This design comes from an exercise in tuning for small area, a short achievable clock period and few clock cycles per item on the open sky130 flow, not from production work. RTL that was checked went through simulation tests only; none was proved equivalent to the original.

Setup of run E:
## aes128_block_cipher
module aes128_block_cipher (
    input  logic          aclk,
    input  logic          aresetn,
    input  logic          cfg_wr_en,
    input  logic [1:0]    cfg_index,
    input  logic [63:0]   cfg_data,
    input  logic          s_valid,
    output logic          s_ready,
    input  logic [63:0]   s_block_upper,
    input  logic [63:0]   s_block_lower,
    output logic          m_valid,
    input  logic          m_ready,
    output logic [63:0]   m_result_upper,
    output logic [63:0]   m_result_lower
);
clock: 8.0 ns
lec_check: 0
cap_margin: 30
core_margin: 2
core_utilization: 45
place_density: 0.6
setup_slack_margin: 5.0
slew_margin: 30
standard.sh (not shown) runs the stock make flow with config.mk's settings and CLKGATE_MAP_FILE= SYNTH_SCRIPT=/design/flow/synth_recipe.tcl, a recipe that flattens the netlist after the stock synthesis.
==> flow/flow/run.sh <==
#!/bin/bash
# Layout flow: the standard flow, with one change in synthesis: the
# combinational mapping (ABC) uses an area-oriented script (flow/abc.script)
# instead of ORFS's abc_area.script. Everything else, including the register
# mapping and the names, is the standard synthesis (synth_recipe.tcl).
set -euo pipefail
W=$PWD
{
cat <<'EOF'
# Use flow/abc.script for the combinational mapping; all other steps unchanged.
proc abc {args} {
  set i [lsearch -exact $args -script]
  if {$i >= 0} { set args [lreplace $args $i [expr {$i + 1}] -script $::env(FLOW_ABC_SCRIPT)] }
  yosys abc {*}$args
}
EOF
cat synth_recipe.tcl
} > custom_synth.tcl
export FLOW_ABC_SCRIPT=$W/flow/abc.script
bash standard.sh SYNTH_SCRIPT=$W/custom_synth.tcl synth > synth.log 2>&1
bash standard.sh > layout.log 2>&1
==> flow/flow/abc.script <==
strash
dch
map -a
topo
stime -c
buffer -c
upsize -c
dnsize -c
Both conditions hold for run E: the flow ran to the end and the final layout passed the timing, DRC and antenna checks.
Input changes introduced in run C (baseline for comparison: run E):
- ABC_AREA newly set to 1
- PLACE_DENSITY changed from 0.6 to 0.7
- CORE_UTILIZATION changed from 45 to 55
==> flow/run.sh (new file) <==
#!/bin/bash
# synth_recipe.tcl (not shown) runs the flow's synth.tcl, then flattens the netlist and writes it again
# the make line also repeats each setting of config.mk as NAME=value (left out here)
make -C /OpenROAD-flow-scripts/flow DESIGN_CONFIG=/design/flow/config.mk WORK_HOME=/design/flow/orfs CLKGATE_MAP_FILE= SYNTH_SCRIPT=/design/flow/synth_recipe.tcl finish
removed: flow/flow/run.sh
removed: flow/flow/abc.script
removed: flow/standard.sh
## What came out
Number of multi-input logic gates was higher in the run labelled run C. From run E to run C the numbers moved as follows: async set-or-reset flop fraction in the synthesized netlist level; final HPWL from detailed placement moved down; initial standard-cell utilization of the core moved up; post-detailed-routing wire length moved down. Between run C and run E, the number of cells in the finished layout apart from fillers is lower for run C. Run C finished every step from synthesis to the final layout, and the layout passed the timing, DRC and antenna checks. Of run C and run E, the run reporting the higher global-route usage was run C.
No functional check of the RTL was part of any run of this note.


Another version of the RTL of aes128_block_cipher (not shown whole).
For scale: about 18000 cells after synthesis, about 170000 um^2 of cells after synthesis.
make LEC_CHECK=0 ABC_AREA=1 CAP_MARGIN=20 CORE_MARGIN=2 CORE_UTILIZATION=55 PLACE_DENSITY=0.7 SETUP_SLACK_MARGIN=5.0 SLEW_MARGIN=20 finish   # period 8.0 ns
run.sh (not shown) runs the stock make flow with config.mk's settings and CLKGATE_MAP_FILE= SYNTH_SCRIPT=/design/flow/synth_recipe.tcl, a recipe that flattens the netlist after the stock synthesis.
Stock flow here: none of the scripts above is used.
The starting point finished clean.
Testbench counts at the start, summed over its fixed seeds: cycles 8,912, blocks 1,536.
Rerun with:
- CORE_UTILIZATION: 55 -> 45
- PLACE_DENSITY: 0.7 -> 0.6
What happened: Non-clock buffer count rises by 29; first-iteration DRC count drops by 7.8%; hold slack is worse by 0.0045 ns; wire length rises by 3.1%; via count shrinks by 1.3%; critical path depth fell by 6; design area rose by 1.3%; area after synthesis stays the same.


build 53:
Another version of the RTL of aes128_block_cipher (not shown whole).
Size in the first run: ~19,000 cells after synthesis, roughly 2,300 flip-flops, ~330 I/O pins.
Settings: LEC_CHECK=0, ABC_AREA=1, CAP_MARGIN=30, CORE_MARGIN=2, CORE_UTILIZATION=50, PLACE_DENSITY=0.65, SETUP_SLACK_MARGIN=5.0, SLEW_MARGIN=30; clock period 8.0 ns.
standard.sh (not shown) runs the stock make flow with config.mk's settings and CLKGATE_MAP_FILE= SYNTH_SCRIPT=/design/flow/synth_recipe.tcl, a recipe that flattens the netlist after the stock synthesis.
==> flow/flow/run.sh <==
#!/bin/bash
# Layout flow: the standard flow (standard.sh, unchanged synthesis), with
# one addition after global placement (flow/place_out.tcl): each register that
# drives an output port is moved next to its port before the flow legalizes
# and optimizes the placement. Each tool's output goes to a log file here.
set -euo pipefail
W=$PWD
bash standard.sh POST_GLOBAL_PLACE_TCL=$W/flow/place_out.tcl finish > layout.log 2>&1
==> flow/flow/place_out.tcl <==
# After global placement: put each flip-flop that drives an output port (through
# the port buffer) next to that port, together with the buffer, so the
# register-to-output paths are short. Detailed placement legalizes them later.
set block [ord::get_db_block]
set core [$block getCoreArea]
set cx0 [$core xMin]; set cy0 [$core yMin]; set cx1 [$core xMax]; set cy1 [$core yMax]
set inset 4000
set moved 0
foreach bt [$block getBTerms] {
  if {[$bt getIoType] != "OUTPUT"} continue
  set net [$bt getNet]
  if {$net == "NULL"} continue
  set bpins [$bt getBPins]
  if {[llength $bpins] == 0} continue
  set bb [[lindex $bpins 0] getBBox]
  set px [expr {([$bb xMin] + [$bb xMax]) / 2}]
  set py [expr {([$bb yMin] + [$bb yMax]) / 2}]
  # target point just inside the core, facing the pin
  set tx [expr {min(max($px, $cx0 + $inset), $cx1 - $inset)}]
  set ty [expr {min(max($py, $cy0 + $inset), $cy1 - $inset)}]
  # the port buffer drives the port; the flop drives the buffer
  foreach it [$net getITerms] {
    if {![$it isOutputSignal]} continue
    set buf [$it getInst]
    set bufin ""
    foreach bi [$buf getITerms] { if {[$bi isInputSignal]} { set bufin $bi } }
    if {$bufin == ""} continue
    set n2 [$bufin getNet]
    if {$n2 == "NULL"} continue
    set drv ""
    foreach it2 [$n2 getITerms] { if {[$it2 isOutputSignal]} { set drv [$it2 getInst] } }
    if {$drv == ""} continue
    if {![[$drv getMaster] isSequential]} continue
    if {[llength [$n2 getITerms]] != 2} continue
    $buf setLocation $tx $ty
    $drv setLocation $tx $ty
    incr moved
  }
}
puts "place_out: moved $moved output registers next to their ports"
Testbench counts of build 53, summed over its fixed seeds: cycles 8,768, blocks 1,536.
Modified inputs, build 74 compared to build 53
-- flow/config.mk --
<<< build 53, line 9
export CAP_MARGIN = 30
export CORE_MARGIN = 2
export CORE_UTILIZATION = 50
export PLACE_DENSITY = 0.65
export SETUP_SLACK_MARGIN = 5.0
export SLEW_MARGIN = 30
>>> build 74, line 9
export CAP_MARGIN = 30
export CORE_MARGIN = 2
export CORE_UTILIZATION = 45
export PLACE_DENSITY = 0.6
export SETUP_SLACK_MARGIN = 5.0
export SLEW_MARGIN = 30
==> summary.txt <==
- Build 74 drops fewer vias than build 53.
- Build 74 vs. build 53: overall routing resource usage went down by 5.1 points.
- On fraction of layout cells with a size suffix above 1: between build 53 and build 74, it ends up lower for build 74.
- The design area of build 74 and that of build 53 are within noise of each other.
Input changes introduced in build 22 (baseline for comparison: build 74):
-- flow/config.mk --
<<< build 74, line 11
export CORE_UTILIZATION = 45
export PLACE_DENSITY = 0.6
export SETUP_SLACK_MARGIN = 5.0
export SLEW_MARGIN = 30
>>> build 22, line 11
export CORE_UTILIZATION = 45
export PLACE_DENSITY = 0.6
export SETUP_SLACK_MARGIN = 4.6
export SLEW_MARGIN = 30
Findings:
Delta (build 22 minus build 74): global-route usage dropped 0.36 points; max-slew headroom at the worst pin dropped 5.7 points; total number of cells along the worst setup path climbed 6.

## static timing again, ports no longer ideal
No port has a modelled driver above. Below, the same layouts with a new extraction and two added sets of constraints.
Step 1, drivers: a clkbuf_16 drives aclk and a buf_2 each remaining input, both assumed.
Step 2 moves the port delays by t, midway between the first and last clock arrival at a register: inputs arrive t later, outputs are due t later. That takes back most of the time a late clock gives input paths.
a / b / c = no drivers / after step 1 / after step 2; a / b = the first two.
| run | shift t [ns] | setup slack, ns | worst setup path at the end |
|---|---|---|---|
| run E | 1.071 | 4.154 / 4.154 / 3.878 | input to register |
| run C | 1.052 | 4.630 / 4.521 / 4.040 | input to register |
| the first run of note 2 | 1.040 | 4.721 / 4.654 / 3.960 | input to register |
| the second run of note 2 | 1.069 | 4.775 / 4.661 / 3.989 | input to register |
| build 53 | 1.043 | 4.815 / 4.708 / 3.894 | input to register |
| build 74 | 1.042 | 4.854 / 4.735 / 3.962 | input to register |
| build 22 | 1.028 | 4.556 / 4.556 / 3.648 | input to register |
After both steps every run listed still meets setup and hold. The setup slack of build 53, which loses most, moves by -0.107 ns with the drivers and by -0.921 ns with both steps.
